Source: an optimization exercise on an open RTL-to-GDS flow (aim: small area). Production flows keep margins and buffers that such runs may drop. In this exercise RTL edits were held to simulation tests only and were not proved equivalent to the original. Power and IR drop assume default switching activity.

`design/flow/config.mk`:
```
export PLATFORM = sky130hd
export DESIGN_NAME = mc_datapath
export DESIGN_NICKNAME = mc_datapath
export VERILOG_FILES = /design/flow/design.v
export SDC_FILE = /design/flow/constraint.sdc
export NUM_CORES = 4
export LEC_CHECK = 0
export CAP_MARGIN = 20
export CORE_MARGIN = 2
export CORE_UTILIZATION = 65
export PLACE_DENSITY = 0.75
export SLEW_MARGIN = 20
export SYNTH_HIERARCHICAL = 1
```
`design/flow/constraint.sdc`:
```
create_clock -name core_clock -period 12.0 [get_ports {clk}]
set_input_delay 2.4000 -clock core_clock [delete_from_list [all_inputs] [get_ports {clk}]]
set_output_delay 2.4000 -clock core_clock [all_outputs]
set_load 0.01 [all_outputs]
```
`design/flow/design.v`:
```
package mc_pkg;
  typedef enum logic [1:0] {
    ST_FETCH = 2'd0,
    ST_EXEC  = 2'd1,
    ST_MEM   = 2'd2,
    ST_WB    = 2'd3
  } mc_state_e;
  localparam logic [2:0] ALU_ADD   = 3'b000;
  localparam logic [2:0] ALU_SUB   = 3'b001;
  localparam logic [2:0] ALU_AND   = 3'b010;
  localparam logic [2:0] ALU_OR    = 3'b011;
  localparam logic [2:0] ALU_XOR   = 3'b100;
  localparam logic [2:0] ALU_SLT   = 3'b101;
  localparam logic [2:0] ALU_SHIFT = 3'b110;
  localparam logic [2:0] ALU_SLTU  = 3'b111;
  localparam logic [1:0] IMM_I = 2'b00;
  localparam logic [1:0] IMM_S = 2'b01;
  localparam logic [1:0] IMM_B = 2'b10;
  localparam logic [1:0] IMM_J = 2'b11;
  localparam logic [1:0] RES_ALU   = 2'b00;
  localparam logic [1:0] RES_MDR   = 2'b01;
  localparam logic [1:0] RES_PC4   = 2'b10;
  localparam logic [1:0] RES_UPPER = 2'b11;
  localparam logic [31:0] NOP = 32'h0000_0013;
endpackage
module mc_hold #(
  parameter int unsigned W = 32
) (
  input  logic         we,
  input  logic         nwe,
  input  logic [W-1:0] wd,
  input  logic [W-1:0] q,
  output logic [W-1:0] d
);
  assign d = (wd & {W{we}}) | (q & {W{nwe}});
endmodule
module mc_aoi3 #(
  parameter int unsigned W = 32
) (
  input  logic         s0,
  input  logic         s1,
  input  logic         s2,
  input  logic [W-1:0] a0,
  input  logic [W-1:0] a1,
  input  logic [W-1:0] a2,
  output logic [W-1:0] y_n
);
  assign y_n = ~((a0 & {W{s0}}) | (a1 & {W{s1}}) | (a2 & {W{s2}}));
endmodule
module mc_aoi2 #(
  parameter int unsigned W = 32
) (
  input  logic         s0,
  input  logic         s1,
  input  logic [W-1:0] a0,
  input  logic [W-1:0] a1,
  output logic [W-1:0] y_n
);
  assign y_n = ~((a0 & {W{s0}}) | (a1 & {W{s1}}));
endmodule
module mc_mux2i #(
  parameter int unsigned W = 32
) (
  input  logic         s,
  input  logic [W-1:0] a,
  input  logic [W-1:0] b,
  output logic [W-1:0] y_n
);
  assign y_n = ~(s ? b : a);
endmodule
module mc_rca #(
  parameter int unsigned W = 32
) (
  input  logic [W-1:0] a,
  input  logic [W-1:0] b,
  input  logic         ci,
  output logic [W-1:0] s,
  output logic         co
);
  logic [W:0] c;
  assign c[0] = ci;
  for (genvar i = 0; i < W; i++) begin : g_bit
    assign s[i]   = a[i] ^ b[i] ^ c[i];
    assign c[i+1] = (a[i] & b[i]) | (c[i] & (a[i] ^ b[i]));
  end
  assign co = c[W];
endmodule
module mc_csa #(
  parameter int unsigned W = 32,
  parameter int unsigned B = 11
) (
  input  logic [W-1:0] a,
  input  logic [W-1:0] b,
  input  logic         ci,
  output logic [W-1:0] s,
  output logic         co
);
  localparam int unsigned NB = (W + B - 1) / B;
  logic [NB:0] c;
  assign c[0] = ci;
  for (genvar k = 0; k < NB; k++) begin : g_blk
    localparam int unsigned LO = k * B;
    localparam int unsigned WB = (LO + B <= W) ? B : W - LO;
    if (k == 0) begin : g_first
      mc_rca #(.W(WB)) u_add (.a(a[LO +: WB]), .b(b[LO +: WB]), .ci(c[0]),
                              .s(s[LO +: WB]), .co(c[1]));
    end else begin : g_sel
      logic [WB-1:0] s0, s1;
      logic          c0, c1;
      mc_rca #(.W(WB)) u_add0 (.a(a[LO +: WB]), .b(b[LO +: WB]), .ci(1'b0), .s(s0), .co(c0));
      mc_rca #(.W(WB)) u_add1 (.a(a[LO +: WB]), .b(b[LO +: WB]), .ci(1'b1), .s(s1), .co(c1));
      assign s[LO +: WB] = c[k] ? s1 : s0;
      assign c[k+1]      = c[k] ? c1 : c0;
    end
  end
  assign co = c[NB];
endmodule
module mc_csa32 (
  input  logic [31:0] a,
  input  logic [31:0] b,
  input  logic        ci,
  output logic [31:0] s,
  output logic        co
);
  localparam int unsigned NB = 6;
  localparam logic [NB*6-1:0] LOS = {6'd26, 6'd20, 6'd14, 6'd9, 6'd4, 6'd0};
  localparam logic [NB*6-1:0] WBS = {6'd6,  6'd6,  6'd6,  6'd5, 6'd5, 6'd4};
  logic [NB:0] c;
  assign c[0] = ci;
  for (genvar k = 0; k < NB; k++) begin : g_blk
    localparam int unsigned LO = LOS[6*k +: 6];
    localparam int unsigned WB = WBS[6*k +: 6];
    if (k == 0) begin : g_first
      mc_rca #(.W(WB)) u_add (.a(a[LO +: WB]), .b(b[LO +: WB]), .ci(c[0]),
                              .s(s[LO +: WB]), .co(c[1]));
    end else begin : g_sel
      logic [WB-1:0] s0, s1;
      logic          c0, c1;
      mc_rca #(.W(WB)) u_add0 (.a(a[LO +: WB]), .b(b[LO +: WB]), .ci(1'b0), .s(s0), .co(c0));
      mc_rca #(.W(WB)) u_add1 (.a(a[LO +: WB]), .b(b[LO +: WB]), .ci(1'b1), .s(s1), .co(c1));
      assign s[LO +: WB] = c[k] ? s1 : s0;
      assign c[k+1]      = c0 | (c1 & c[k]);    
    end
  end
  assign co = c[NB];
endmodule
module mc_zero (
  input  logic        op_sum,
  input  logic        sum_zero,
  input  logic        op_slt,
  input  logic        slt,
  input  logic        op_sltu,
  input  logic        sltu,
  input  logic [31:0] oth_res,
  output logic        zero
);
  assign zero = op_sum  ? sum_zero :
                op_slt  ? ~slt :
                op_sltu ? ~sltu : (oth_res == '0);
endmodule
module mc_datapath #(
  parameter int unsigned     XLEN     = 32,
  parameter logic [XLEN-1:0] RESET_PC = '0
) (
  input  logic          clk,
  input  logic          reset,
  input  logic [1:0]    ResultSrc,
  input  logic          PCSrc,
  input  logic          ALUSrc,
  input  logic          RegWrite,
  input  logic [1:0]    ImmSrc,
  input  logic [2:0]    ALUControl,
  input  logic          Jalr,
  input  logic          MemRead,
  input  logic          MemWrite,
  output logic [31:0]   Instr,
  output logic          Zero,
  output logic          ALUR31,
  output logic          mem_req,
  output logic          mem_we,
  output logic [XLEN-1:0] mem_addr,
  output logic [XLEN-1:0] mem_wdata,
  input  logic [XLEN-1:0] mem_rdata,
  input  logic          mem_ready,
  output logic [1:0]    state
);
  localparam int SHW = $clog2(XLEN);
  mc_pkg::mc_state_e       cur_st, nxt_st;
  logic [XLEN-1:0] pc, opa, mdr;
  logic [XLEN-1:0] port, imm_ext, alu_a, alu_res;
  logic [XLEN-1:0] pc_plus4, pc_next, result;
  logic [19:0]     pc_upper;
  logic [4:0]      rf_raddr;
  wire st_fetch = (cur_st == mc_pkg::ST_FETCH);
  wire st_exec  = (cur_st == mc_pkg::ST_EXEC);
  wire st_mem   = (cur_st == mc_pkg::ST_MEM);
  wire st_wb    = (cur_st == mc_pkg::ST_WB);
  assign state = cur_st;
  always_comb begin
    imm_ext = '0;
    case (ImmSrc)
      mc_pkg::IMM_I: imm_ext = XLEN'($signed(Instr[31:20]));
      mc_pkg::IMM_S: imm_ext = XLEN'($signed({Instr[31:25], Instr[11:7]}));
      mc_pkg::IMM_B: imm_ext = XLEN'($signed({Instr[31], Instr[7], Instr[30:25], Instr[11:8], 1'b0}));
      mc_pkg::IMM_J: imm_ext = XLEN'($signed({Instr[31], Instr[19:12], Instr[20], Instr[30:21], 1'b0}));
      default: imm_ext = '0;
    endcase
  end
  logic [30:0][XLEN-1:0] rf_q, rf_d;
  logic [30:0]           rf_we;
  logic [31:0]           tsel;      
  logic [31:0][XLEN-1:0] term;
  logic [10:0][XLEN-1:0] part_n;
  logic                  sel_imm;
  assign rf_raddr = st_fetch ? mem_rdata[19:15] : Instr[24:20];
  assign sel_imm  = (st_exec && ALUSrc) || st_wb;
  for (genvar i = 0; i < 31; i++) begin : g_rf
    assign rf_we[i] = st_wb && RegWrite && (Instr[11:7] == 5'(i + 1));
    mc_hold #(.W(XLEN)) u_hold (.we(rf_we[i]), .nwe(~rf_we[i]), .wd(result), .q(rf_q[i]), .d(rf_d[i]));
    assign tsel[i] = !sel_imm && (rf_raddr == 5'(i + 1));
    assign term[i] = rf_q[i];
  end
  assign tsel[31] = sel_imm;
  assign term[31] = imm_ext;
  always_ff @(posedge clk) rf_q <= rf_d;
  for (genvar g = 0; g < 10; g++) begin : g_rd
    mc_aoi3 #(.W(XLEN)) u_aoi (.s0(tsel[3*g]), .s1(tsel[3*g+1]), .s2(tsel[3*g+2]),
                               .a0(term[3*g]), .a1(term[3*g+1]), .a2(term[3*g+2]),
                               .y_n(part_n[g]));
  end
  mc_aoi2 #(.W(XLEN)) u_aoi_last (.s0(tsel[30]), .s1(tsel[31]), .a0(term[30]), .a1(term[31]),
                                  .y_n(part_n[10]));
  always_comb begin
    port = '0;
    for (int g = 0; g < 11; g++) port = port | ~part_n[g];
  end
  logic            alu_sub, cout, slt, sltu;
  logic [XLEN-1:0] sum;
  assign alu_a   = st_wb ? pc : opa;
  assign alu_sub = ALUControl[0] && !st_wb;
  mc_csa32 u_alu_add (.a(alu_a), .b(add_y), .ci(alu_sub), .s(sum), .co(cout));
  assign sltu = ~cout;
  assign slt  = (opa[XLEN-1] ^ port[XLEN-1]) ? opa[XLEN-1] : sum[XLEN-1];
  logic            sh_left, sh_fill;
  logic [SHW-1:0]  sh_amt, rot_amt;
  logic [XLEN-1:0] rot1_n, rot2, rot3_n, rot4, rot5_n, sh_mask, sh_res;
  assign sh_left = (Instr[14:12] == 3'b001);
  assign sh_fill = ~sh_left & Instr[30] & opa[XLEN-1];
  assign sh_amt  = port[SHW-1:0];
  assign rot_amt = sh_left ? SHW'(-sh_amt) : sh_amt;
  mc_mux2i #(.W(XLEN)) u_rot1 (.s(rot_amt[0]), .a(opa),    .b({opa[0],      opa[31:1]}),      .y_n(rot1_n));
  mc_mux2i #(.W(XLEN)) u_rot2 (.s(rot_amt[1]), .a(rot1_n), .b({rot1_n[1:0], rot1_n[31:2]}),   .y_n(rot2));
  mc_mux2i #(.W(XLEN)) u_rot3 (.s(rot_amt[2]), .a(rot2),   .b({rot2[3:0],   rot2[31:4]}),     .y_n(rot3_n));
  mc_mux2i #(.W(XLEN)) u_rot4 (.s(rot_amt[3]), .a(rot3_n), .b({rot3_n[7:0], rot3_n[31:8]}),   .y_n(rot4));
  mc_mux2i #(.W(XLEN)) u_rot5 (.s(rot_amt[4]), .a(rot4),   .b({rot4[15:0],  rot4[31:16]}),    .y_n(rot5_n));
  always_comb begin
    for (int i = 0; i < XLEN; i++)
      sh_mask[i] = sh_left ? (sh_amt <= SHW'(i)) : (sh_amt <= SHW'(XLEN - 1 - i));
  end
  assign sh_res = (~rot5_n & sh_mask) | ({XLEN{sh_fill}} & ~sh_mask);
  logic            op_sum, op_slt, op_sltu;
  logic [XLEN-1:0] oth_res;
  assign op_sum  = (ALUControl[2:1] == 2'b00);
  assign op_slt  = (ALUControl == mc_pkg::ALU_SLT);
  assign op_sltu = (ALUControl == mc_pkg::ALU_SLTU);
  always_comb begin
    oth_res = '0;
    case (ALUControl)
      mc_pkg::ALU_AND:   oth_res = opa & port;
      mc_pkg::ALU_OR:    oth_res = opa | port;
      mc_pkg::ALU_XOR:   oth_res = opa ^ port;
      mc_pkg::ALU_SHIFT: oth_res = sh_res;
      default:           oth_res = '0;
    endcase
  end
  assign alu_res = op_sum  ? sum :
                   op_slt  ? {{(XLEN-1){1'b0}}, slt} :
                   op_sltu ? {{(XLEN-1){1'b0}}, sltu} : oth_res;
  logic [XLEN-1:0] add_y, add_p, add_z;
  logic            sum_zero;
  assign add_y = port ^ {XLEN{alu_sub}};
  assign add_p = alu_a ^ add_y;
  assign add_z = ~(add_p ^ {alu_a[XLEN-2:0] | add_y[XLEN-2:0], alu_sub});
  assign sum_zero = &add_z;
  mc_zero u_zero (.op_sum(op_sum), .sum_zero(sum_zero), .op_slt(op_slt), .slt(slt),
                  .op_sltu(op_sltu), .sltu(sltu), .oth_res(oth_res), .zero(Zero));
  assign ALUR31  = op_sum ? sum[XLEN-1] : oth_res[XLEN-1];
  logic unused_co;
  assign pc_plus4 = {pc[XLEN-1:2] + 30'd1, pc[1:0]};
  mc_rca #(.W(20)) u_pc_upper (.a(pc[31:12]), .b(Instr[31:12]), .ci(1'b0), .s(pc_upper), .co(unused_co));
  assign pc_next = Jalr  ? {opa[XLEN-1:1], 1'b0} :
                   PCSrc ? sum : pc_plus4;
  always_comb begin
    result = opa;
    case (ResultSrc)
      mc_pkg::RES_ALU:   result = opa;
      mc_pkg::RES_MDR:   result = mdr;
      mc_pkg::RES_PC4:   result = pc_plus4;
      mc_pkg::RES_UPPER: result = Instr[5] ? {Instr[31:12], 12'b0} : {pc_upper, pc[11:0]};
      default:   result = opa;
    endcase
  end
  always_ff @(posedge clk or negedge reset) begin
    if (!reset) cur_st <= mc_pkg::ST_FETCH;
    else        cur_st <= nxt_st;
  end
  always_comb begin
    nxt_st = cur_st;
    case (cur_st)
      mc_pkg::ST_FETCH: if (mem_ready) nxt_st = mc_pkg::ST_EXEC;
      mc_pkg::ST_EXEC:  nxt_st = (MemRead || MemWrite) ? mc_pkg::ST_MEM : mc_pkg::ST_WB;
      mc_pkg::ST_MEM:   if (mem_ready) nxt_st = mc_pkg::ST_WB;
      mc_pkg::ST_WB:    nxt_st = mc_pkg::ST_FETCH;
      default:          nxt_st = mc_pkg::ST_FETCH;
    endcase
  end
  assign mem_req   = reset && (st_fetch || st_mem);
  assign mem_we    = reset && st_mem && MemWrite;
  assign mem_addr  = st_mem ? opa : pc;
  assign mem_wdata = port;
  logic            ld_ir, ld_mdr;
  logic [XLEN-1:0] ir_d, mdr_d;
  assign ld_ir  = st_fetch && mem_ready;
  assign ld_mdr = st_mem && mem_ready;
  mc_hold #(.W(32))   u_hold_ir  (.we(ld_ir),  .nwe(~ld_ir),  .wd(mem_rdata[31:0]), .q(Instr), .d(ir_d));
  mc_hold #(.W(XLEN)) u_hold_mdr (.we(ld_mdr), .nwe(~ld_mdr), .wd(mem_rdata), .q(mdr), .d(mdr_d));
  always_ff @(posedge clk or negedge reset) begin
    if (!reset) begin
      pc    <= RESET_PC;
      Instr <= mc_pkg::NOP;
      mdr   <= '0;
    end else begin
      Instr <= ir_d;
      mdr   <= mdr_d;
      if (st_wb) pc <= pc_next;
    end
  end
  always_ff @(posedge clk) begin
    if (ld_ir)        opa <= port;
    else if (st_exec) opa <= alu_res;
  end
endmodule
```
`design/flow/flow/run.sh`:
```
#!/bin/bash
# Standard layout with a lighter clock tree and port buffers:
# - CTS without dummy loads, with small clock buffers
# - each input and output port gets a buf_1 instead of the default buffer
set -e
export CTS_ARGS="-sink_clustering_enable -repair_clock_nets -dont_use_dummy_load -buf_list {sky130_fd_sc_hd__clkbuf_4 sky130_fd_sc_hd__clkbuf_8}"
export BUFFER_PORTS_ARGS="-buffer_cell sky130_fd_sc_hd__buf_1"
bash standard.sh > standard.log 2>&1
```
`design/flow/standard.sh`:
```
#!/bin/bash
# synth_recipe.tcl (not shown) runs the flow's synth.tcl, then flattens the netlist and writes it again
# the make line also repeats each setting of config.mk as NAME=value (left out here)
make -C /OpenROAD-flow-scripts/flow DESIGN_CONFIG=/design/flow/config.mk WORK_HOME=/design/flow/orfs CLKGATE_MAP_FILE= SYNTH_SCRIPT=/design/flow/synth_recipe.tcl "${@:-finish}"
```
==> impl_metrics.json, run 1 <==
{
  "routedWlPerCell_um": 33.4,
  "syn_area_mm2": 0.0539,
  "slew_viol_final": 0,
  "power.density_mw_per_mm2": 349,
  "grt_usage_pct": 45.7,
  "timing.setup.tns_ns": 0,
  "drc_errors": 0,
  "clock_path_buffers": 3,
  "critPathMostFrequentCell": "fa_1",
  "rr_endpoint": "rf_q[831]$_DFF_P_",
  "crit-reg2reg-launch": "pc[12]$_DFFE_PN0P_",
  "layout-drive-gt1-share_pct": 13.3,
  "drt_wl_total_um": 202000,
  "cp_slowest_stage_delay_ns": 0.68,
  "area_growth_pct": 4.40,
  "cts_buffers": 177,
  "crit_type": "input port to primary output",
  "stdcell_count": 6038,
  "htree_levels": 4,
  "cp-end-kind": "primary output",
  "grt_overflow_total": 0,
  "drtAntennaViolNets": 0,
  "status": "finished clean",
  "path_max_fanout": 20,
  "placed_cells": 5856,
  "postCtsHoldBufs": 0,
  "rows": 105,
  "setup_ws_ns": 0.186,
  "setup_viol": 0,
  "hold_class": "flop to flop",
  "ir_worst_vdd_uv": 349,
  "drt-vias-per-instance": 7.58,
  "grt_pass1_vias": 42951,
  "rsz0062_at_grt": "false",
  "yosysWarnings": 7,
  "cp-endpoint": "Zero",
  "p_leak_nw": 23.2,
  "num_vias": 45768,
  "grt_first_pass_wirelength_um": 292000,
  "min_period_over_period_pct": 98.4,
  "wl_met3_um": 29900,
  "grt_max_degree": 60,
  "cts_setup_buffers": 0,
  "fp.dieH_um": 292,
  "dieArea_mm2": 0.0853,
  "drv_cap": 0,
  "worstRegToRegCells": 27,
  "routed.top_layer": "met5",
  "fin_nets": 5198,
  "core_area_mm2": 0.0821,
  "wl_met1_um": 77100,
  "path_clk_slew_ns": 0.05,
  "maxSlewHeadroom_pct": 16.4,
  "start_util_pct": 65.7,
  "io_buffers": 149,
  "first_pass_iters": 11,
  "worst_pin_slew_ns": 1.25,
  "dieWidth_um": 292,
  "gp_congestion": 1.04,
  "startpoint_type": "input port",
  "critPathRequiredTime_ns": 9.60,
  "max_freq_mhz": 84.6,
  "dp_hpwl_um": 134000,
  "cts.sinks": 1122,
  "syn_avg_cell_area_um2": 11.1,
  "dpl_worst_slack_ns": 0.351,
  "reg2reg_slack_ns": 1.77,
  "clock_skew_ns": 0.0976,
  "cp.arrival_ns": 9.41,
  "wl_met2_um": 81700,
  "insertion_delay_ns": 0.87,
  "finalCriticalPeriod_ns": 11.81,
  "drt_iter0_drc": 8557,
  "synthCells": 4856,
  "tritoncts": "built",
  "antenna_found_initial": 12,
  "critPathSlowestCell": "a222oi_1",
  "ctsRootBufferMaster": "clkbuf_8",
  "fin_util_pct": 68.6,
  "finalHoldViolCount": 0,
  "crit_start": "mem_rdata[17]",
  "ios": 150
}
==> layout by cell type, fill, tap and decap left out, types with 25 or more instances in the layout <==
| master | n |
|---|---|
| nor2_1 | 97 |
| o21ai_0 | 82 |
| nand4_1 | 77 |
| mux4_2 | 25 |
| nor3_1 | 48 |
| clkbuf_8 | 177 |
| ha_1 | 103 |
| inv_1 | 307 |
| buf_4 | 203 |
| edfxtp_1 | 32 |
| xnor2_1 | 74 |
| a211oi_1 | 33 |
| dfxtp_1 | 992 |
| dfrtp_1 | 95 |
| mux2_2 | 82 |
| a22o_1 | 1005 |
| a22oi_1 | 50 |
| a21oi_1 | 91 |
| a222oi_1 | 320 |
| nand2_1 | 201 |
| buf_1 | 143 |
| nand3_1 | 54 |
| a22o_2 | 66 |
| mux2i_1 | 209 |
| fa_1 | 80 |
==> area by class of cell <==
cell class | count | area [um^2]
multi-input cells | 2991 | 25800
fillers | 6377 | 25800
diodes | 5 | 12.5
flip-flops and latches | 1122 | 23300
clock buffers | 177 | 2440
inverters | 315 | 1180
repair buffers | 358 | 2210
well taps | 1070 | 1340
==> flip-flops by register name, summed over array words and instances, names as in the netlist <==
| name | count |
|---|---|
| rf_q | 992 |
| Instr | 32 |
| mdr | 32 |
| opa | 32 |
| pc | 32 |
| cur_st | 2 |
==> worst min path at each step <==
| stage | from | end | slack (ns) | cells after the start |
|---|---|---|---|---|
| 3_5_place_dp | rf_q[716]$_DFF_P_ | rf_q[716]$_DFF_P_ | 0.45 | 1 |
| 6_report | rf_q[163]$_DFF_P_ | rf_q[163]$_DFF_P_ | 0.47 | 1 |
| 2_1_floorplan | rf_q[129]$_DFF_P_ | rf_q[129]$_DFF_P_ | 0.44 | 1 |
| 4_1_cts | rf_q[654]$_DFF_P_ | rf_q[654]$_DFF_P_ | 0.47 | 1 |
| 5_1_grt | rf_q[68]$_DFF_P_ | rf_q[68]$_DFF_P_ | 0.48 | 1 |
| 3_3_place_gp | rf_q[893]$_DFF_P_ | rf_q[893]$_DFF_P_ | 0.45 | 1 |
==> metrics by stage <==
| step | area (um^2) | total power (W) | hold slack [ns] |
|---|---|---|---|
| floorplan | 54000 | 0.0125 | 0.439 |
| global placement | 53800 | 0.0162 | 0.451 |
| detailed placement | 53800 | 0.0163 | 0.452 |
| CTS | 56200 | 0.0190 | 0.470 |
| global route | 56300 | 0.0203 | 0.477 |
| finish | 56300 | 0.0196 | 0.470 |
==> critical path: cells and delay by family <==
family,cells,cell delay [ns]
xor+xnor,1,0.15
mux,2,0.62
compound gates,4,1.36
simple gates,6,1.75
fa+ha+maj,6,1.91
buf+inv,8,1.23
==> timing repair <==
action | in CTS | in global routing
hold endpoints to repair | 0 | 0
setup endpoints to repair | 0 | 1
resized for setup | 0 | 12
==> where the power goes <==
group | switching (W) | internal, W | leakage (nW)
Combinational | 0.00704 | 0.00390 | 12.3
Clock | 0.00138 | 0.00129 | 1.27
Sequential | 0.00105 | 0.00496 | 9.58
==> routing by layer <==
metal | GRT usage (%) | up-vias
met5 | 0 | -
met2 | 62.8 | 3668
li1 | - | 18993
met4 | 26.9 | 14
met1 | 61.9 | 22437
met3 | 16.0 | 656
==> inputs of run 2 (changes only) <==
==> design/flow/run.sh (new file) <==
#!/bin/bash
# synth_recipe.tcl (not shown) runs the flow's synth.tcl, then flattens the netlist and writes it again
# the make line also repeats each setting of config.mk as NAME=value (left out here)
make -C /OpenROAD-flow-scripts/flow DESIGN_CONFIG=/design/flow/config.mk WORK_HOME=/design/flow/orfs CLKGATE_MAP_FILE= SYNTH_SCRIPT=/design/flow/synth_recipe.tcl finish
removed: design/flow/flow/run.sh
removed: design/flow/standard.sh
==> run 2 against run 1 <==
  * Maximum frequency rose by 0.83%
  * Highest routed layer unchanged
  * Power rose by 11%
  * Clock power rose by 32%
  * Sequential power barely moved
  * Clock-buffer cell count fell by 32
  * Register-to-register slack got worse by 0.09 ns
==> impl_metrics.json, run 2 <==
{
  "layout_common_cells": "a22o_1 (1005), dfxtp_1 (992), buf_4 (411)",
  "drc_errors": 0,
  "dieArea_mm2": 0.0853,
  "ir_worst_vdd_uv": 332,
  "dpl-instance-area_mm2": 0.0564,
  "status": "finished clean",
  "clock_path_buffers": 3,
  "fin_area_mm2": 0.0605,
  "htree_levels": 3,
  "setup_viol": 0,
  "cts_buffers": 107,
  "cp_slowest_stage_delay_ns": 0.53,
  "layout-drive-gt1-share_pct": 17.6,
  "dieWidth_um": 292,
  "fin_nets": 5355,
  "path_max_fanout": 4,
  "fin_util_pct": 73.6,
  "drt_wl_total_um": 206000,
  "min_period_over_period_pct": 97.6,
  "maxSlewHeadroom_pct": 14.9,
  "core_area_mm2": 0.0821,
  "drt_iter0_drc": 9398,
  "final_common_cell": "a22o_1",
  "rsz0062_at_grt": "false",
  "insertion_delay_ns": 0.71,
  "power_w": 0.0217,
  "num_vias": 47030,
  "gp_congestion": 1.06,
  "tritoncts": "built",
  "critPathBufInv": 10,
  "drt-vias-per-instance": 7.49,
  "rows": 105,
  "critPathMostFrequentCell": "fa_1",
  "power.density_mw_per_mm2": 360,
  "worst_pin_slew_ns": 1.28,
  "slew_viol_final": 0,
  "grt_first_pass_wirelength_um": 297000,
  "finalCriticalPeriod_ns": 11.72,
  "hold_class": "flop to flop",
  "path_clk_slew_ns": 0.06,
  "yosysWarnings": 7,
  "cts.sinks": 1122,
  "clock_skew_ns": 0.0421,
  "largest-register": "rf_q",
  "drtAntennaViolNets": 0,
  "largest_register_ffs": 992,
  "critPathSlowestCell": "clkdlybuf4s50_1",
  "p_leak_nw": 25.3,
  "cp_top_family": "adder cells",
  "routedWlPerCell_um": 32.7,
  "startpoint_type": "input port",
  "ios": 150,
  "antenna_found_initial": 15,
  "critPathRequiredTime_ns": 9.60,
  "finalHoldViolCount": 0,
  "synthCells": 4856,
  "start_util_pct": 65.7,
  "max_freq_mhz": 85.3,
  "hold_ws_ns": 0.472,
  "dp_hpwl_um": 139000,
  "area_growth_pct": 12.1,
  "fp.dieH_um": 292,
  "grt_max_degree": 81,
  "timing.setup.tns_ns": 0,
  "io_buffers": 149,
  "first_pass_iters": 11,
  "cp.arrival_ns": 9.32,
  "grt_overflow_total": 0,
  "grt_usage_pct": 46.4,
  "grt_pass1_vias": 43941,
  "syn_area_mm2": 0.0539,
  "cp-end-kind": "primary output",
  "syn_avg_cell_area_um2": 11.1,
  "postCtsHoldBufs": 0,
  "crit_type": "input port to primary output",
  "ctsRootBufferMaster": "clkbuf_16",
  "drv_cap": 0
}
-- run 2: final timing paths --
kind	to	depth (start not counted)	slack, ns	startpoint
max reg2reg	rf_q[671]$_DFF_P_	27	1.68	pc[12]$_DFFE_PN0P_
min reg2reg	rf_q[201]$_DFF_P_	1	0.47	rf_q[201]$_DFF_P_
max	Zero	31	0.28	mem_rdata[19]
max in group asynchronous	Instr[9]$_DFF_PN0_	2	9.00	reset
min in group asynchronous	Instr[17]$_DFF_PN0_	1	1.68	reset
min	rf_q[201]$_DFF_P_	1	0.47	rf_q[201]$_DFF_P_
-- run 2: worst reg2reg max path, delay by kind of cell (launching register included) --
kind | cells | cell delay, ns
adder cells (fa/ha/maj) | 20 | 7.93
multiplexers | 2 | 1.19
flip-flops | 1 | 0.52
AO/OA/AOI/OAI | 1 | 0.33
buffers and inverters | 4 | 0.27
-- run 2: where the power goes --
group | internal [W] | switching (W)
combinational | 0.00492 | 0.00728
sequential | 0.00496 | 0.00108
clock | 0.00198 | 0.00154
-- run 2: cell type report --
class                      instances  area (um^2)
multi-input combinational       2991        26000
sequential                      1122        23300
fill                            5931        21600
timing repair buffer             585         5040
clock buffer                     145         3110
tap                             1070         1340
inverter                         315         1180
clock inverter                    51          557
antenna                            2         5.00
-- run 2: repair_timing --
action / CTS / global route
gates resized for setup: 20 / 33
buffers inserted: 1 / 7
setup endpoints to repair: 1 / 1
pin swaps: 8 / 23
hold endpoints to repair: 0 / 0
-- run 2: metal layers --
| metal | wire (um) | GRT usage (%) | vias up | part of all wire [%] |
|---|---|---|---|---|
| met5 | 82 | 0 | - | 0.040 |
| met4 | 12600 | 24.5 | 12 | 6.1 |
| met3 | 30000 | 14.3 | 696 | 15 |
| met2 | 84500 | 65.1 | 3956 | 41 |
| met1 | 78400 | 63.8 | 22946 | 38 |
| li1 | - | - | 19420 | - |
-- run 2: metrics by stage --
| stage | instances | worst slack (ns) |
|---|---|---|
| after detailed placement | 6071 | -0.585 |
| final | 6281 | 0.283 |
| after floorplan | 4864 | 1.38 |
| after global routing | 6279 | 0.178 |
| after global placement | 6070 | -0.517 |
| after CTS | 6268 | 0.0291 |
==> inputs of run 3 (changes only) <==
--- a/design/flow/design.v
+++ b/design/flow/design.v
@@ -159,4 +159,17 @@
                 op_sltu ? ~sltu : (oth_res == '0);
 endmodule
+module mc_inc #(
+  parameter int unsigned W = 30
+) (
+  input  logic [W-1:0] a,
+  output logic [W-1:0] s
+);
+  logic [W:0] c;
+  assign c[0] = 1'b1;
+  for (genvar i = 0; i < W; i++) begin : g_bit
+    assign s[i]   = a[i] ^ c[i];
+    assign c[i+1] = a[i] & c[i];
+  end
+endmodule
 module mc_datapath #(
   parameter int unsigned     XLEN     = 32,
@@ -188,8 +201,7 @@
   mc_pkg::mc_state_e       cur_st, nxt_st;
   logic [XLEN-1:0] pc, opa, mdr;
-  logic [XLEN-1:0] port, imm_ext, alu_a, alu_res;
+  logic [XLEN-1:0] port, imm_ext, alu_res;
   logic [XLEN-1:0] pc_plus4, pc_next, result;
   logic [19:0]     pc_upper;
-  logic [4:0]      rf_raddr;
   wire st_fetch = (cur_st == mc_pkg::ST_FETCH);
   wire st_exec  = (cur_st == mc_pkg::ST_EXEC);
@@ -213,10 +225,10 @@
   logic [10:0][XLEN-1:0] part_n;
   logic                  sel_imm;
-  assign rf_raddr = st_fetch ? mem_rdata[19:15] : Instr[24:20];
   assign sel_imm  = (st_exec && ALUSrc) || st_wb;
   for (genvar i = 0; i < 31; i++) begin : g_rf
     assign rf_we[i] = st_wb && RegWrite && (Instr[11:7] == 5'(i + 1));
     mc_hold #(.W(XLEN)) u_hold (.we(rf_we[i]), .nwe(~rf_we[i]), .wd(result), .q(rf_q[i]), .d(rf_d[i]));
-    assign tsel[i] = !sel_imm && (rf_raddr == 5'(i + 1));
+    assign tsel[i] = st_fetch ? (mem_rdata[19:15] == 5'(i + 1))
+                              : (!sel_imm && (Instr[24:20] == 5'(i + 1)));
     assign term[i] = rf_q[i];
   end
@@ -237,7 +249,6 @@
   logic            alu_sub, cout, slt, sltu;
   logic [XLEN-1:0] sum;
-  assign alu_a   = st_wb ? pc : opa;
   assign alu_sub = ALUControl[0] && !st_wb;
-  mc_csa32 u_alu_add (.a(alu_a), .b(add_y), .ci(alu_sub), .s(sum), .co(cout));
+  mc_csa32 u_alu_add (.a(opa), .b(add_y), .ci(alu_sub), .s(sum), .co(cout));
   assign sltu = ~cout;
   assign slt  = (opa[XLEN-1] ^ port[XLEN-1]) ? opa[XLEN-1] : sum[XLEN-1];
@@ -248,5 +259,9 @@
   assign sh_fill = ~sh_left & Instr[30] & opa[XLEN-1];
   assign sh_amt  = port[SHW-1:0];
-  assign rot_amt = sh_left ? SHW'(-sh_amt) : sh_amt;
+  logic [SHW-1:0]  neg_amt;
+  always_comb begin
+    for (int i = 0; i < SHW; i++) neg_amt[i] = sh_amt[i] ^ (|(sh_amt & SHW'((1 << i) - 1)));
+  end
+  assign rot_amt = sh_left ? neg_amt : sh_amt;
   mc_mux2i #(.W(XLEN)) u_rot1 (.s(rot_amt[0]), .a(opa),    .b({opa[0],      opa[31:1]}),      .y_n(rot1_n));
   mc_mux2i #(.W(XLEN)) u_rot2 (.s(rot_amt[1]), .a(rot1_n), .b({rot1_n[1:0], rot1_n[31:2]}),   .y_n(rot2));
@@ -254,7 +269,8 @@
   mc_mux2i #(.W(XLEN)) u_rot4 (.s(rot_amt[3]), .a(rot3_n), .b({rot3_n[7:0], rot3_n[31:8]}),   .y_n(rot4));
   mc_mux2i #(.W(XLEN)) u_rot5 (.s(rot_amt[4]), .a(rot4),   .b({rot4[15:0],  rot4[31:16]}),    .y_n(rot5_n));
+  logic [XLEN-1:0] sh_keep;
+  assign sh_keep = {XLEN{1'b1}} << sh_amt;
   always_comb begin
-    for (int i = 0; i < XLEN; i++)
-      sh_mask[i] = sh_left ? (sh_amt <= SHW'(i)) : (sh_amt <= SHW'(XLEN - 1 - i));
+    for (int i = 0; i < XLEN; i++) sh_mask[i] = sh_left ? sh_keep[i] : sh_keep[XLEN-1-i];
   end
   assign sh_res = (~rot5_n & sh_mask) | ({XLEN{sh_fill}} & ~sh_mask);
@@ -280,6 +296,6 @@
   logic            sum_zero;
   assign add_y = port ^ {XLEN{alu_sub}};
-  assign add_p = alu_a ^ add_y;
-  assign add_z = ~(add_p ^ {alu_a[XLEN-2:0] | add_y[XLEN-2:0], alu_sub});
+  assign add_p = opa ^ add_y;
+  assign add_z = ~(add_p ^ {opa[XLEN-2:0] | add_y[XLEN-2:0], alu_sub});
   assign sum_zero = &add_z;
   mc_zero u_zero (.op_sum(op_sum), .sum_zero(sum_zero), .op_slt(op_slt), .slt(slt),
@@ -287,16 +303,17 @@
   assign ALUR31  = op_sum ? sum[XLEN-1] : oth_res[XLEN-1];
   logic unused_co;
-  assign pc_plus4 = {pc[XLEN-1:2] + 30'd1, pc[1:0]};
-  mc_rca #(.W(20)) u_pc_upper (.a(pc[31:12]), .b(Instr[31:12]), .ci(1'b0), .s(pc_upper), .co(unused_co));
-  assign pc_next = Jalr  ? {opa[XLEN-1:1], 1'b0} :
+  mc_inc #(.W(XLEN-2)) u_pc_inc (.a(opa[XLEN-1:2]), .s(pc_plus4[XLEN-1:2]));
+  assign pc_plus4[1:0] = opa[1:0];
+  mc_rca #(.W(20)) u_pc_upper (.a(opa[31:12]), .b(Instr[31:12]), .ci(1'b0), .s(pc_upper), .co(unused_co));
+  assign pc_next = Jalr  ? {pc[XLEN-1:1], 1'b0} :
                    PCSrc ? sum : pc_plus4;
   always_comb begin
-    result = opa;
+    result = pc;
     case (ResultSrc)
-      mc_pkg::RES_ALU:   result = opa;
+      mc_pkg::RES_ALU:   result = pc;
       mc_pkg::RES_MDR:   result = mdr;
       mc_pkg::RES_PC4:   result = pc_plus4;
-      mc_pkg::RES_UPPER: result = Instr[5] ? {Instr[31:12], 12'b0} : {pc_upper, pc[11:0]};
-      default:   result = opa;
+      mc_pkg::RES_UPPER: result = Instr[5] ? {Instr[31:12], 12'b0} : {pc_upper, opa[11:0]};
+      default:   result = pc;
     endcase
   end
@@ -317,5 +334,5 @@
   assign mem_req   = reset && (st_fetch || st_mem);
   assign mem_we    = reset && st_mem && MemWrite;
-  assign mem_addr  = st_mem ? opa : pc;
+  assign mem_addr  = pc;
   assign mem_wdata = port;
   logic            ld_ir, ld_mdr;
@@ -333,10 +350,11 @@
       Instr <= ir_d;
       mdr   <= mdr_d;
-      if (st_wb) pc <= pc_next;
+      if (st_exec)    pc <= alu_res;
+      else if (st_wb) pc <= pc_next;
     end
   end
   always_ff @(posedge clk) begin
     if (ld_ir)        opa <= port;
-    else if (st_exec) opa <= alu_res;
+    else if (st_exec) opa <= pc;
   end
 endmodule
==> design/flow/flow/run.sh (new file) <==
#!/bin/bash
# The standard layout (standard.sh, the standard flow's own ORFS flow, synthesis included)
# with a lighter clock tree and lighter port buffers:
# - CTS builds the tree from clkbuf_4 cells and adds no dummy loads
# - buffer_ports gives every input and output port a buf_1
# All of the flow's output goes to standard.log in this folder.
set -e
export CTS_ARGS="-sink_clustering_enable -repair_clock_nets -dont_use_dummy_load -buf_list {sky130_fd_sc_hd__clkbuf_4}"
export BUFFER_PORTS_ARGS="-buffer_cell sky130_fd_sc_hd__buf_1"
bash standard.sh > standard.log 2>&1
==> design/flow/standard.sh (new file) <==
#!/bin/bash
# synth_recipe.tcl (not shown) runs the flow's synth.tcl, then flattens the netlist and writes it again
# the make line also repeats each setting of config.mk as NAME=value (left out here)
make -C /OpenROAD-flow-scripts/flow DESIGN_CONFIG=/design/flow/config.mk WORK_HOME=/design/flow/orfs CLKGATE_MAP_FILE= SYNTH_SCRIPT=/design/flow/synth_recipe.tcl "${@:-finish}"
removed: design/flow/run.sh
==> run 3 against run 2 <==
  * Still clean on timing, DRC and antenna
  * Area after synthesis decreased by 2.3%
  * Die area is 2.3% lower
  * Via count fell by 4.3%
  * Synthesized cell count shrank 5.4%
  * Final cell count decreased by 6.0%
  * Clock skew grew 0.082 ns
  * Core utilization down 5.3 points
  * Worst setup slack worse by 0.045 ns
  * First-iteration DRC count shrank 6.7%
  * Highest routed layer unchanged
==> impl_metrics.json, run 3 <==
{
  "first_pass_iters": 10,
  "antenna_found_initial": 8,
  "grt_usage_pct": 45.6,
  "drt-vias-per-instance": 7.62,
  "grt_pass1_vias": 42099,
  "combPwrFrac_pct": 51.4,
  "cts-resized-gates": 0,
  "p_sw_w": 0.00829,
  "largest-register": "rf_q",
  "critPathRequiredTime_ns": 9.60,
  "layout_common_cells": "a22o_1 (997), dfxtp_1 (992), a222oi_1 (322)",
  "tritoncts": "built",
  "gp_congestion": 1.05,
  "hold_ws_ns": 0.471,
  "crit_type": "input port to primary output",
  "rsz0062_at_grt": "false",
  "layout-drive-gt1-share_pct": 15.5,
  "timing.setup.tns_ns": 0,
  "clock_path_buffers": 4,
  "setup_ws_ns": 0.238,
  "reg2reg_slack_ns": 1.73,
  "syn_area_mm2": 0.0527,
  "grt_overflow_total": 0,
  "ir_worst_vdd_uv": 184,
  "drtAntennaViolNets": 0,
  "clkPwrFrac_pct": 14.4,
  "drt_wl_total_um": 196000,
  "num_vias": 45013,
  "drc_errors": 0,
  "grt_first_pass_wirelength_um": 282000,
  "cp_top_family": "compound AO/OA/AOI/OAI gates",
  "critPathMostFrequentCell": "fa_1",
  "critPathSlowestCell": "a222oi_1",
  "min_period_over_period_pct": 98.0,
  "fillers": 6240,
  "dieArea_mm2": 0.0833,
  "dpl_worst_slack_ns": 0.394,
  "synthCells": 4592,
  "fp.dieH_um": 289,
  "start_util_pct": 65.5,
  "switching_share_pct": 46.6,
  "ios": 150,
  "stdcell_count": 5907,
  "dieWidth_um": 289,
  "io_buffers": 149,
  "largest_register_ffs": 992,
  "seqPwrFrac_pct": 34.2,
  "status": "finished clean",
  "maxSlewHeadroom_pct": 14.8,
  "worst_pin_slew_ns": 1.28,
  "routedWlPerCell_um": 33.2,
  "final_common_cell": "a22o_1",
  "ctsRootBufferMaster": "clkbuf_4",
  "rows": 104,
  "fin_nets": 5099,
  "cts.sinks": 1122,
  "max_freq_mhz": 85.0,
  "postCtsHoldBufs": 0,
  "p_leak_nw": 22.8,
  "cp.arrival_ns": 9.36,
  "dp_hpwl_um": 130000,
  "syn_avg_cell_area_um2": 11.5,
  "finalCriticalPeriod_ns": 11.76,
  "power.density_mw_per_mm2": 323,
  "path_max_fanout": 11,
  "yosysWarnings": 7,
  "cp_slowest_stage_delay_ns": 0.61,
  "finalHoldViolCount": 0,
  "setup_viol": 0,
  "cts_setup_buffers": 0,
  "cp-end-kind": "primary output",
  "path_clk_slew_ns": 0.05,
  "cts_buffers": 302,
  "critPathBufInv": 6,
  "drv_cap": 0,
  "fin_util_pct": 68.4,
  "placed_cells": 5598,
  "area_growth_pct": 4.37,
  "grt_max_degree": 61,
  "hold_class": "flop to flop",
  "p_int_w": 0.00948,
  "clock_skew_ns": 0.124,
  "core_area_mm2": 0.0804,
  "slew_viol_final": 0,
  "drt_iter0_drc": 8767,
  "htree_levels": 5,
  "startpoint_type": "input port",
  "insertion_delay_ns": 1.24
}
## run 3: cell types whose count changed in the layout (fill, tap and decap cells not counted), moves of 31 or more
| cell | previous run | this run |
|---|---|---|
| a21oi_1 | 89 | 58 |
| buf_1 | 0 | 141 |
| buf_4 | 411 | 195 |
| clkbuf_16 | 110 | 0 |
| clkbuf_4 | 0 | 303 |
| clkdlybuf4s50_1 | 142 | 0 |
| inv_1 | 299 | 262 |
| nand2_1 | 195 | 140 |
## run 3: stage by stage
stage / instance area [um^2] / total power, W
CTS: 55000 / 0.0173
global route: 55000 / 0.0185
detailed placement: 52700 / 0.0147
finish: 55000 / 0.0178
floorplan: 52700 / 0.0116
global placement: 52700 / 0.0146
## run 3: per-layer routing
metal  track usage (%)  wire length [um]  share of wire [%]  vias up
met4              27.5             12600                6.4        8
met1              62.7             74900                 38    21890
met5                 0                57              0.029        -
met2              61.5             78600                 40     3867
met3              15.8             30100                 15      686
li1                  -                 -                  -    18562
## run 3: worst paths after layout
path	from	endpoint	cells after the start
min in group asynchronous	reset	mdr[18]$_DFF_PN0_	1
setup / recovery	ALUSrc	Zero	27
hold reg to reg	rf_q[749]$_DFF_P_	rf_q[749]$_DFF_P_	1
setup reg to reg	opa[12]$_DFFE_PP_	rf_q[671]$_DFF_P_	27
hold / removal	rf_q[749]$_DFF_P_	rf_q[749]$_DFF_P_	1
max in group asynchronous	reset	pc[24]$_DFFE_PN0P_	3
## run 3: cell type report
type	instances	area [um^2]	area share, %
tap	1060	1330	2.41
antenna	7	17.5	0.0319
timing repair buffer	346	2080	3.78
sequential	1122	23300	42.3
inverter	276	1040	1.89
multi-input combinational	2794	25000	45.4
clock buffer	302	2270	4.12
## run 3: power by group through the flow
stage	clock network, W	registers [W]	logic [W]
floorplan	0	0.00566	0.00596
global placement	0	0.00604	0.00856
detailed placement	0	0.00603	0.00871
CTS	0.00258	0.00598	0.00875
global route	0.00276	0.00613	0.00960
finish	0.00256	0.00607	0.00913
## run 3: worst register-to-register path, stage by stage (launching register included)
cell      delay, ns
edfxtp_1       0.62
fa_1           0.53
fa_1           0.39
fa_1           0.42
fa_1           0.40
fa_1           0.39
fa_1           0.39
fa_1           0.39
fa_1           0.40
fa_1           0.47
fa_1           0.44
fa_1           0.39
fa_1           0.40
fa_1           0.40
fa_1           0.41
fa_1           0.41
fa_1           0.39
fa_1           0.37
inv_1          0.08
fa_1           0.16
inv_1          0.05
fa_1           0.36
inv_1          0.09
fa_1           0.15
inv_1          0.03
mux2_2         0.24
mux4_2         0.87
a22o_2         0.46
==> inputs of run 4 (changes only) <==
--- a/design/flow/design.v
+++ b/design/flow/design.v
@@ -147,5 +147,5 @@
 module mc_zero (
   input  logic        op_sum,
-  input  logic        sum_zero,
+  input  logic [31:0] sum,
   input  logic        op_slt,
   input  logic        slt,
@@ -155,5 +155,5 @@
   output logic        zero
 );
-  assign zero = op_sum  ? sum_zero :
+  assign zero = op_sum  ? (sum == '0) :
                 op_slt  ? ~slt :
                 op_sltu ? ~sltu : (oth_res == '0);
@@ -202,5 +202,5 @@
   logic [XLEN-1:0] pc, opa, mdr;
   logic [XLEN-1:0] port, imm_ext, alu_res;
-  logic [XLEN-1:0] pc_plus4, pc_next, result;
+  logic [XLEN-1:0] pc_plus4, result;
   logic [19:0]     pc_upper;
   wire st_fetch = (cur_st == mc_pkg::ST_FETCH);
@@ -249,5 +249,7 @@
   logic            alu_sub, cout, slt, sltu;
   logic [XLEN-1:0] sum;
+  logic [XLEN-1:0] add_y;
   assign alu_sub = ALUControl[0] && !st_wb;
+  assign add_y   = port ^ {XLEN{alu_sub}};
   mc_csa32 u_alu_add (.a(opa), .b(add_y), .ci(alu_sub), .s(sum), .co(cout));
   assign sltu = ~cout;
@@ -290,14 +292,8 @@
     endcase
   end
-  assign alu_res = op_sum  ? sum :
+  assign alu_res = (op_sum || st_wb) ? sum :
                    op_slt  ? {{(XLEN-1){1'b0}}, slt} :
                    op_sltu ? {{(XLEN-1){1'b0}}, sltu} : oth_res;
-  logic [XLEN-1:0] add_y, add_p, add_z;
-  logic            sum_zero;
-  assign add_y = port ^ {XLEN{alu_sub}};
-  assign add_p = opa ^ add_y;
-  assign add_z = ~(add_p ^ {opa[XLEN-2:0] | add_y[XLEN-2:0], alu_sub});
-  assign sum_zero = &add_z;
-  mc_zero u_zero (.op_sum(op_sum), .sum_zero(sum_zero), .op_slt(op_slt), .slt(slt),
+  mc_zero u_zero (.op_sum(op_sum), .sum(sum), .op_slt(op_slt), .slt(slt),
                   .op_sltu(op_sltu), .sltu(sltu), .oth_res(oth_res), .zero(Zero));
   assign ALUR31  = op_sum ? sum[XLEN-1] : oth_res[XLEN-1];
@@ -306,6 +302,15 @@
   assign pc_plus4[1:0] = opa[1:0];
   mc_rca #(.W(20)) u_pc_upper (.a(opa[31:12]), .b(Instr[31:12]), .ci(1'b0), .s(pc_upper), .co(unused_co));
-  assign pc_next = Jalr  ? {pc[XLEN-1:1], 1'b0} :
-                   PCSrc ? sum : pc_plus4;
+  logic            pc_sel_alu, pc_sel_pc4, pc_sel_hold, pc_sel_hold0;
+  logic [XLEN-1:0] pc_d_n;
+  assign pc_sel_alu   = st_exec || (st_wb && !Jalr && PCSrc);
+  assign pc_sel_pc4   = st_wb && !Jalr && !PCSrc;
+  assign pc_sel_hold0 = !(st_exec || st_wb);
+  assign pc_sel_hold  = pc_sel_hold0 || (st_wb && Jalr);
+  mc_aoi3 #(.W(XLEN-1)) u_pc_d (.s0(pc_sel_alu), .s1(pc_sel_pc4), .s2(pc_sel_hold),
+                                .a0(alu_res[XLEN-1:1]), .a1(pc_plus4[XLEN-1:1]), .a2(pc[XLEN-1:1]),
+                                .y_n(pc_d_n[XLEN-1:1]));
+  mc_aoi3 #(.W(1)) u_pc_d0 (.s0(pc_sel_alu), .s1(pc_sel_pc4), .s2(pc_sel_hold0),
+                            .a0(alu_res[0]), .a1(pc_plus4[0]), .a2(pc[0]), .y_n(pc_d_n[0]));
   always_comb begin
     result = pc;
@@ -350,11 +355,12 @@
       Instr <= ir_d;
       mdr   <= mdr_d;
-      if (st_exec)    pc <= alu_res;
-      else if (st_wb) pc <= pc_next;
+      pc    <= ~pc_d_n;
     end
   end
-  always_ff @(posedge clk) begin
-    if (ld_ir)        opa <= port;
-    else if (st_exec) opa <= pc;
-  end
+  logic            opa_hold;
+  logic [XLEN-1:0] opa_d_n;
+  assign opa_hold = !(ld_ir || st_exec);
+  mc_aoi3 #(.W(XLEN)) u_opa_d (.s0(ld_ir), .s1(st_exec), .s2(opa_hold), .a0(port), .a1(pc), .a2(opa),
+                               .y_n(opa_d_n));
+  always_ff @(posedge clk) opa <= ~opa_d_n;
 endmodule
==> design/flow/flow/run.sh (replaced) <==
#!/bin/bash
# The standard layout (standard.sh, the standard flow's own ORFS flow, synthesis included)
# with a lighter clock tree and lighter port buffers:
# - CTS builds the tree from clkbuf_8 cells, in clusters of up to 16 sinks,
#   and adds no dummy loads
# - buffer_ports gives every input and output port a buf_1
# All of the flow's output goes to standard.log in this folder.
set -e
export CTS_ARGS="-sink_clustering_enable -repair_clock_nets -dont_use_dummy_load -buf_list {sky130_fd_sc_hd__clkbuf_8} -sink_clustering_size 16 -sink_clustering_max_diameter 80"
export BUFFER_PORTS_ARGS="-buffer_cell sky130_fd_sc_hd__buf_1"
bash standard.sh > standard.log 2>&1
--- a/design/flow/config.mk
+++ b/design/flow/config.mk
@@ -10,4 +10,5 @@
 export CORE_UTILIZATION = 65
 export PLACE_DENSITY = 0.75
+export SETUP_SLACK_MARGIN = 0.15
 export SLEW_MARGIN = 20
 export SYNTH_HIERARCHICAL = 1
==> run 4 against run 3 <==
  * Still clean
  * Final cell count decreased by 5.9%
  * Sequential power is 1% lower
  * Worst setup slack worse by 0.036 ns
  * Clock power decreased by about 30%
  * Critical path type unchanged
==> impl_metrics.json, run 4 <==
{
  "status": "finished clean",
  "hold_path_depth": 1,
  "yosysWarnings": 7,
  "reg2reg_slack_ns": 1.70,
  "critPathMostFrequentCell": "fa_1",
  "stdcell_count": 5560,
  "max_freq_mhz": 84.8,
  "area_growth_pct": 2.03,
  "fp.dieH_um": 286,
  "slew_viol_final": 0,
  "syn_avg_cell_area_um2": 11.5,
  "ios": 150,
  "drt_iter0_drc": 8468,
  "final_common_cell": "dfxtp_1",
  "critPathRequiredTime_ns": 9.60,
  "syn_area_mm2": 0.0516,
  "postCtsHoldBufs": 0,
  "dp_hpwl_um": 124000,
  "first_pass_iters": 11,
  "dieArea_mm2": 0.0817,
  "grt_max_degree": 66,
  "cp_slowest_stage_delay_ns": 0.49,
  "layout-drive-gt1-share_pct": 11.8,
  "placed_cells": 5471,
  "min-delay-start": "rf_q[267]$_DFF_P_",
  "cts_buffers": 81,
  "routedWlPerCell_um": 33.5,
  "cp_top_family": "simple AND/OR/NAND/NOR gates",
  "path_max_fanout": 12,
  "finalHoldViolCount": 0,
  "clock_path_buffers": 3,
  "rr_endpoint": "rf_q[639]$_DFF_P_",
  "dpl_worst_slack_ns": 0.234,
  "grt_usage_pct": 43.9,
  "timing.setup.tns_ns": 0,
  "drtAntennaViolNets": 0,
  "maxSlewHeadroom_pct": 21.4,
  "start_util_pct": 65.5,
  "antenna_found_initial": 13,
  "finalCriticalPeriod_ns": 11.80,
  "tritoncts": "built",
  "setup_viol": 0,
  "min_period_over_period_pct": 98.3,
  "worstRegToRegCells": 27,
  "hold_path_end": "rf_q[267]$_DFF_P_",
  "rows": 103,
  "startpoint_type": "input port",
  "drt-vias-per-instance": 7.70,
  "grt_overflow_total": 0,
  "hold_class": "flop to flop",
  "clock_skew_ns": 0.111,
  "htree_levels": 3,
  "fin_nets": 4733,
  "cts.sinks": 1122,
  "layout_common_cells": "dfxtp_1 (1024), a22o_1 (990), a222oi_1 (384)",
  "cp.arrival_ns": 9.40,
  "critPathBufInv": 8,
  "largest-register": "rf_q",
  "fin_util_pct": 66.9,
  "largest_register_ffs": 992,
  "gp_congestion": 1.02,
  "grt_pass1_vias": 40334,
  "ctsRootBufferMaster": "clkbuf_8",
  "io_buffers": 149,
  "core_area_mm2": 0.0787,
  "num_vias": 42805,
  "crit-reg2reg-launch": "Instr[12]$_DFF_PN0_",
  "rsz0062_at_grt": "false",
  "drv_cap": 0,
  "insertion_delay_ns": 0.77,
  "drt_wl_total_um": 186000,
  "grt_first_pass_wirelength_um": 270000,
  "synthCells": 4472,
  "path_clk_slew_ns": 0.09,
  "cp-end-kind": "primary output",
  "power.density_mw_per_mm2": 286,
  "drc_errors": 0,
  "ir_worst_vdd_uv": 377,
  "crit_type": "input port to primary output",
  "worst_pin_slew_ns": 1.18,
  "setup_ws_ns": 0.202,
  "p_leak_nw": 21.7,
  "critPathSlowestCell": "nor3_1",
  "dieWidth_um": 286
}
run 4: what timing repair did:
action                                  4_1_cts  5_1_grt
setup buffers                                 0        2
gates resized for setup                       0        7
endpoints found under the setup margin        0        1
run 4: worst register-to-register path: cells and delay by family (launching register included):
family / cells / cell delay (ns)
fa+ha+maj: 20 / 7.92
compound gates: 1 / 0.31
mux: 2 / 1.13
buf+inv: 4 / 0.26
flops: 1 / 0.60
run 4: final cells by class:
cell class	instances	area (um^2)
Timing Repair Buffer	355	2130
Fill cell	6231	26100
Inverter	301	1130
Tap cell	1050	1310
Sequential cell	1122	23000
Multi-Input combinational cell	2645	24000
Clock buffer	81	1110
Antenna cell	6	15.0
run 4: metal layers:
metal | GRT usage (%) | share of wire, % | vias up
met2 | 63.4 | 42 | 3449
li1 | - | - | 17675
met1 | 59.2 | 38 | 21122
met5 | 0 | 0.042 | -
met3 | 12.9 | 14 | 547
met4 | 24.3 | 6.2 | 12
run 4: how the worst max path moves through the flow:
stage	startpoint	endpoint	depth (start not counted)
6_report	ALUSrc	Zero	28
4_1_cts	ALUSrc	Zero	28
2_1_floorplan	ALUSrc	Zero	31
3_3_place_gp	ALUSrc	Zero	28
5_1_grt	ALUSrc	Zero	29
3_5_place_dp	ALUSrc	Zero	28
run 4: power breakdown:
group	leakage, nW	internal, W	switching [W]
clock network	0.582	0.000607	0.00119
registers	9.53	0.00494	0.00107
logic	11.6	0.00268	0.00456
total	21.7	0.00823	0.00682
run 4: through the flow:
step / hold slack, ns / total power [W] / instance area [um^2]
after floorplan: 0.439 / 0.0105 / 51600
after global placement: 0.451 / 0.0128 / 51500
after detailed placement: 0.453 / 0.0129 / 51500
after CTS: 0.476 / 0.0147 / 52600
after global routing: 0.487 / 0.0156 / 52600
final: 0.479 / 0.0151 / 52700
==> inputs of run 5 (changes only) <==
--- a/design/flow/design.v
+++ b/design/flow/design.v
@@ -82,39 +82,9 @@
   for (genvar i = 0; i < W; i++) begin : g_bit
     assign s[i]   = a[i] ^ b[i] ^ c[i];
-    assign c[i+1] = (a[i] & b[i]) | (c[i] & (a[i] ^ b[i]));
+    assign c[i+1] = (a[i] & b[i]) | (a[i] & c[i]) | (b[i] & c[i]);
   end
   assign co = c[W];
 endmodule
-module mc_csa #(
-  parameter int unsigned W = 32,
-  parameter int unsigned B = 11
-) (
-  input  logic [W-1:0] a,
-  input  logic [W-1:0] b,
-  input  logic         ci,
-  output logic [W-1:0] s,
-  output logic         co
-);
-  localparam int unsigned NB = (W + B - 1) / B;
-  logic [NB:0] c;
-  assign c[0] = ci;
-  for (genvar k = 0; k < NB; k++) begin : g_blk
-    localparam int unsigned LO = k * B;
-    localparam int unsigned WB = (LO + B <= W) ? B : W - LO;
-    if (k == 0) begin : g_first
-      mc_rca #(.W(WB)) u_add (.a(a[LO +: WB]), .b(b[LO +: WB]), .ci(c[0]),
-                              .s(s[LO +: WB]), .co(c[1]));
-    end else begin : g_sel
-      logic [WB-1:0] s0, s1;
-      logic          c0, c1;
-      mc_rca #(.W(WB)) u_add0 (.a(a[LO +: WB]), .b(b[LO +: WB]), .ci(1'b0), .s(s0), .co(c0));
-      mc_rca #(.W(WB)) u_add1 (.a(a[LO +: WB]), .b(b[LO +: WB]), .ci(1'b1), .s(s1), .co(c1));
-      assign s[LO +: WB] = c[k] ? s1 : s0;
-      assign c[k+1]      = c[k] ? c1 : c0;
-    end
-  end
-  assign co = c[NB];
-endmodule
-module mc_csa32 (
+module mc_cia32 (
   input  logic [31:0] a,
   input  logic [31:0] b,
@@ -134,15 +104,36 @@
       mc_rca #(.W(WB)) u_add (.a(a[LO +: WB]), .b(b[LO +: WB]), .ci(c[0]),
                               .s(s[LO +: WB]), .co(c[1]));
-    end else begin : g_sel
-      logic [WB-1:0] s0, s1;
-      logic          c0, c1;
-      mc_rca #(.W(WB)) u_add0 (.a(a[LO +: WB]), .b(b[LO +: WB]), .ci(1'b0), .s(s0), .co(c0));
-      mc_rca #(.W(WB)) u_add1 (.a(a[LO +: WB]), .b(b[LO +: WB]), .ci(1'b1), .s(s1), .co(c1));
-      assign s[LO +: WB] = c[k] ? s1 : s0;
-      assign c[k+1]      = c0 | (c1 & c[k]);    
+    end else begin : g_inc
+      logic [WB-1:0] s0, ones;    
+      logic          c0;
+      mc_rca0 #(.W(WB)) u_add (.a(a[LO +: WB]), .b(b[LO +: WB]), .s(s0), .co(c0));
+      assign ones[0] = 1'b1;
+      for (genvar i = 1; i < WB; i++) begin : g_ones
+        assign ones[i] = ones[i-1] & s0[i-1];
+      end
+      logic [WB-1:0] flip;
+      mc_and_bc #(.W(WB)) u_flip (.s(c[k]), .a(ones), .y(flip));
+      mc_xor    #(.W(WB)) u_sum  (.a(s0), .b(flip), .y(s[LO +: WB]));
+      assign c[k+1]      = c0 | (c[k] & ones[WB-1] & s0[WB-1]);
     end
   end
   assign co = c[NB];
 endmodule
+module mc_rca0 #(
+  parameter int unsigned W = 32
+) (
+  input  logic [W-1:0] a,
+  input  logic [W-1:0] b,
+  output logic [W-1:0] s,
+  output logic         co
+);
+  logic [W:0] c;
+  assign c[0] = 1'b0;
+  for (genvar i = 0; i < W; i++) begin : g_bit
+    assign s[i]   = a[i] ^ b[i] ^ c[i];
+    assign c[i+1] = (a[i] & b[i]) | (a[i] & c[i]) | (b[i] & c[i]);
+  end
+  assign co = c[W];
+endmodule
 module mc_zero (
   input  logic        op_sum,
@@ -172,4 +163,22 @@
   end
 endmodule
+module mc_and_bc #(
+  parameter int unsigned W = 32
+) (
+  input  logic         s,
+  input  logic [W-1:0] a,
+  output logic [W-1:0] y
+);
+  assign y = a & {W{s}};
+endmodule
+module mc_xor #(
+  parameter int unsigned W = 32
+) (
+  input  logic [W-1:0] a,
+  input  logic [W-1:0] b,
+  output logic [W-1:0] y
+);
+  assign y = a ^ b;
+endmodule
 module mc_datapath #(
   parameter int unsigned     XLEN     = 32,
@@ -252,5 +261,5 @@
   assign alu_sub = ALUControl[0] && !st_wb;
   assign add_y   = port ^ {XLEN{alu_sub}};
-  mc_csa32 u_alu_add (.a(opa), .b(add_y), .ci(alu_sub), .s(sum), .co(cout));
+  mc_cia32 u_alu_add (.a(opa), .b(add_y), .ci(alu_sub), .s(sum), .co(cout));
   assign sltu = ~cout;
   assign slt  = (opa[XLEN-1] ^ port[XLEN-1]) ? opa[XLEN-1] : sum[XLEN-1];
==> design/flow/flow/run.sh (replaced) <==
#!/bin/bash
# The standard layout (standard.sh, the standard flow's own ORFS flow, synthesis included)
# with a lighter clock tree and lighter port buffers:
# - CTS builds the tree from clkbuf_8 cells, in clusters of up to 14 sinks,
#   and adds no dummy loads
# - buffer_ports gives every input and output port a buf_1
# All of the flow's output goes to standard.log in this folder.
set -e
export CTS_ARGS="-sink_clustering_enable -repair_clock_nets -dont_use_dummy_load -buf_list {sky130_fd_sc_hd__clkbuf_8} -sink_clustering_size 14 -sink_clustering_max_diameter 80"
export BUFFER_PORTS_ARGS="-buffer_cell sky130_fd_sc_hd__buf_1"
bash standard.sh > standard.log 2>&1
==> run 5 against run 4 <==
  * Still clean
  * Via count decreased by 0.81%
  * Non-clock buffer count is 3 higher
  * Worst setup slack gained 0.12 ns
  * Final cell count is 1.5% lower
  * Routed wire length down 1.1%
  * Critical endpoint unchanged
==> impl_metrics.json, run 5 <==
{
  "gp_congestion": 1.04,
  "cp.arrival_ns": 9.28,
  "startpoint_type": "input port",
  "io_buffers": 149,
  "drc_errors": 0,
  "start_util_pct": 65.7,
  "grt_first_pass_wirelength_um": 267000,
  "fp.dieH_um": 284,
  "critPathRequiredTime_ns": 9.60,
  "seqPwrFrac_pct": 40.1,
  "fin_nets": 4635,
  "ff_latch_area_mm2": 0.0230,
  "p_int_w": 0.00815,
  "grt_overflow_total": 0,
  "routedWlPerCell_um": 33.6,
  "status": "finished clean",
  "reg2reg_slack_ns": 1.79,
  "synthCells": 4394,
  "tritoncts": "built",
  "layout-drive-gt1-share_pct": 11.9,
  "hold_class": "flop to flop",
  "dieArea_mm2": 0.0805,
  "drt_wl_total_um": 184000,
  "switching_share_pct": 44.7,
  "cts.sinks": 1122,
  "grt_pass1_vias": 39818,
  "path_max_fanout": 20,
  "finalHoldViolCount": 0,
  "p_sw_w": 0.00658,
  "num_vias": 42459,
  "multi_input_area_mm2": 0.0235,
  "hold_ws_ns": 0.474,
  "cts_buffers": 91,
  "setup_viol": 0,
  "ios": 150,
  "drt_iter0_drc": 8224,
  "power.density_mw_per_mm2": 283,
  "yosysWarnings": 7,
  "drt-vias-per-instance": 7.75,
  "maxSlewHeadroom_pct": 21.0,
  "grt_max_degree": 65,
  "timing.setup.tns_ns": 0,
  "slew_viol_final": 0,
  "largest_register_ffs": 992,
  "clock_skew_ns": 0.125,
  "cp-end-kind": "primary output",
  "core_area_mm2": 0.0775,
  "rows": 102,
  "clkPwrFrac_pct": 12.8,
  "drv_cap": 0,
  "combPwrFrac_pct": 47.1,
  "worst_pin_slew_ns": 1.18,
  "syn_area_mm2": 0.0509,
  "stdcell_count": 5477,
  "first_pass_iters": 15,
  "htree_levels": 3,
  "min_period_over_period_pct": 97.4,
  "drtAntennaViolNets": 0,
  "clock_path_buffers": 3,
  "grt_usage_pct": 43.7,
  "max_freq_mhz": 85.6,
  "area_growth_pct": 2.50,
  "crit_type": "input port to primary output",
  "path_clk_slew_ns": 0.07,
  "dieWidth_um": 284,
  "p_leak_nw": 21.5,
  "syn_avg_cell_area_um2": 11.6,
  "ir_worst_vdd_uv": 234,
  "placed_cells": 5370,
  "insertion_delay_ns": 0.78,
  "final_common_cell": "dfxtp_1",
  "finalCriticalPeriod_ns": 11.68,
  "rsz0062_at_grt": "false",
  "antenna_found_initial": 5,
  "largest-register": "rf_q",
  "dp_hpwl_um": 120000,
  "layout_common_cells": "dfxtp_1 (1024), a22o_1 (990), a222oi_1 (386)",
  "ctsRootBufferMaster": "clkbuf_8",
  "fillers": 6007
}
==> run 5: layout make-up <==
cell class | count | share of cell area (%)
diodes | 3 | 0.0144
multi-input cells | 2634 | 45.2
inverters | 229 | 1.66
repair buffers | 358 | 4.24
flip-flops and latches | 1122 | 44.0
clock buffers | 91 | 2.40
well taps | 1040 | 2.50
==> run 5: path summary, 6_finish.rpt <==
kind / startpoint / to / cells after the start
worst max register to register: opa[12]$_DFF_P_ / rf_q[799]$_DFF_P_ / 27
max in group asynchronous: reset / Instr[20]$_DFF_PN0_ / 3
worst min-delay path: rf_q[669]$_DFF_P_ / rf_q[669]$_DFF_P_ / 1
min in group asynchronous: reset / Instr[23]$_DFF_PN0_ / 2
worst min register to register: rf_q[669]$_DFF_P_ / rf_q[669]$_DFF_P_ / 1
worst max-delay path: ALUSrc / Zero / 28
==> run 5: power by group through the flow <==
stage | combinational (W) | clock (W) | sequential (W)
global placement | 0.00649 | 0 | 0.00590
CTS | 0.00662 | 0.00189 | 0.00584
global route | 0.00723 | 0.00202 | 0.00599
detailed placement | 0.00660 | 0 | 0.00589
finish | 0.00694 | 0.00188 | 0.00590
floorplan | 0.00460 | 0 | 0.00561
==> run 5: critical path, cell delays in order <==
cell and delay (ns):
buf_1 0.15, a21o_1 0.27, or4_1 0.66, o22ai_2 0.43
buf_4 0.38, a222oi_1 0.18, nand4_1 0.31, nor3_1 0.15
buf_4 0.19, xnor2_1 0.13, ha_1 0.21, fa_1 0.42
fa_1 0.40, fa_1 0.36, inv_1 0.07, fa_1 0.41
inv_1 0.12, nand4_1 0.12, o21ai_2 0.18, a31o_1 0.24
and2_1 0.16, xor2_1 0.10, mux2_2 0.31, a211oi_1 0.24
nand2_1 0.07, nor3_1 0.18, a211o_1 0.24, buf_1 0.18
==> run 5: timing repair <==
item                                   4_1_cts  5_1_grt
setup endpoints to repair                    0        1
setup buffers                                0       13
gates resized for setup                      0        9
endpoints found under the hold margin        0        0
hold buffers                                 0        0
==> run 5: metrics by stage <==
stage	setup WS (ns)	total power, W	util (%)	cell area (um^2)
floorplan	1.42	0.0102	-	50900
global placement	0.398	0.0124	65.5	50700
detailed placement	0.299	0.0125	65.5	50700
CTS	0.304	0.0143	67.1	52000
global route	0.159	0.0152	67.3	52100
finish	0.318	0.0147	67.3	52100
==> run 5: per-layer routing <==
layer | vias to the layer above | GRT usage [%] | wire length [um] | share of wire [%]
li1 | 17525 | - | - | -
met1 | 20792 | 57.5 | 69400 | 38
met2 | 3471 | 62.7 | 77000 | 42
met3 | 669 | 12.4 | 24400 | 13
met4 | 2 | 28.6 | 13400 | 7.3
met5 | - | 0 | 14 | 0.0076

==> port drivers added, routing unchanged <==
No port has a modelled driver above. Below, the same layouts with a new extraction and two added sets of constraints.
Step 1: set_driving_cell puts a clkbuf_16 on clk and a buf_2 on each other input, an assumption about the parent block.
Step 2 adds t to the input delays and takes it off the output delays; t is the mean of the earliest and latest rising clock arrival at the registers after step 1. Input paths then give back, and output paths get back, about the clock's delay inside the block.
Slacks: ideal ports / drivers / drivers and shift; pairs: ideal ports / drivers.
run | shift t [ns] | slack for setup (ns) | slew at the worst register clock pin (ns)
run 1 | 0.891 | 0.186 / 0.159 / 0.159 | 0.07 / 0.07
run 2 | 0.761 | 0.283 / 0.250 / 0.250 | 0.07 / 0.07
run 3 | 1.244 | 0.238 / 0.213 / 0.213 | 0.07 / 0.07
run 4 | 0.790 | 0.202 / 0.160 / 0.160 | 0.12 / 0.12
run 5 | 0.786 | 0.318 / 0.296 / 0.296 | 0.10 / 0.10
After both steps setup and hold are still met in every run listed. For run 4, which loses most, drivers alone change the setup slack by -0.042 ns; drivers and shift together by -0.042 ns.
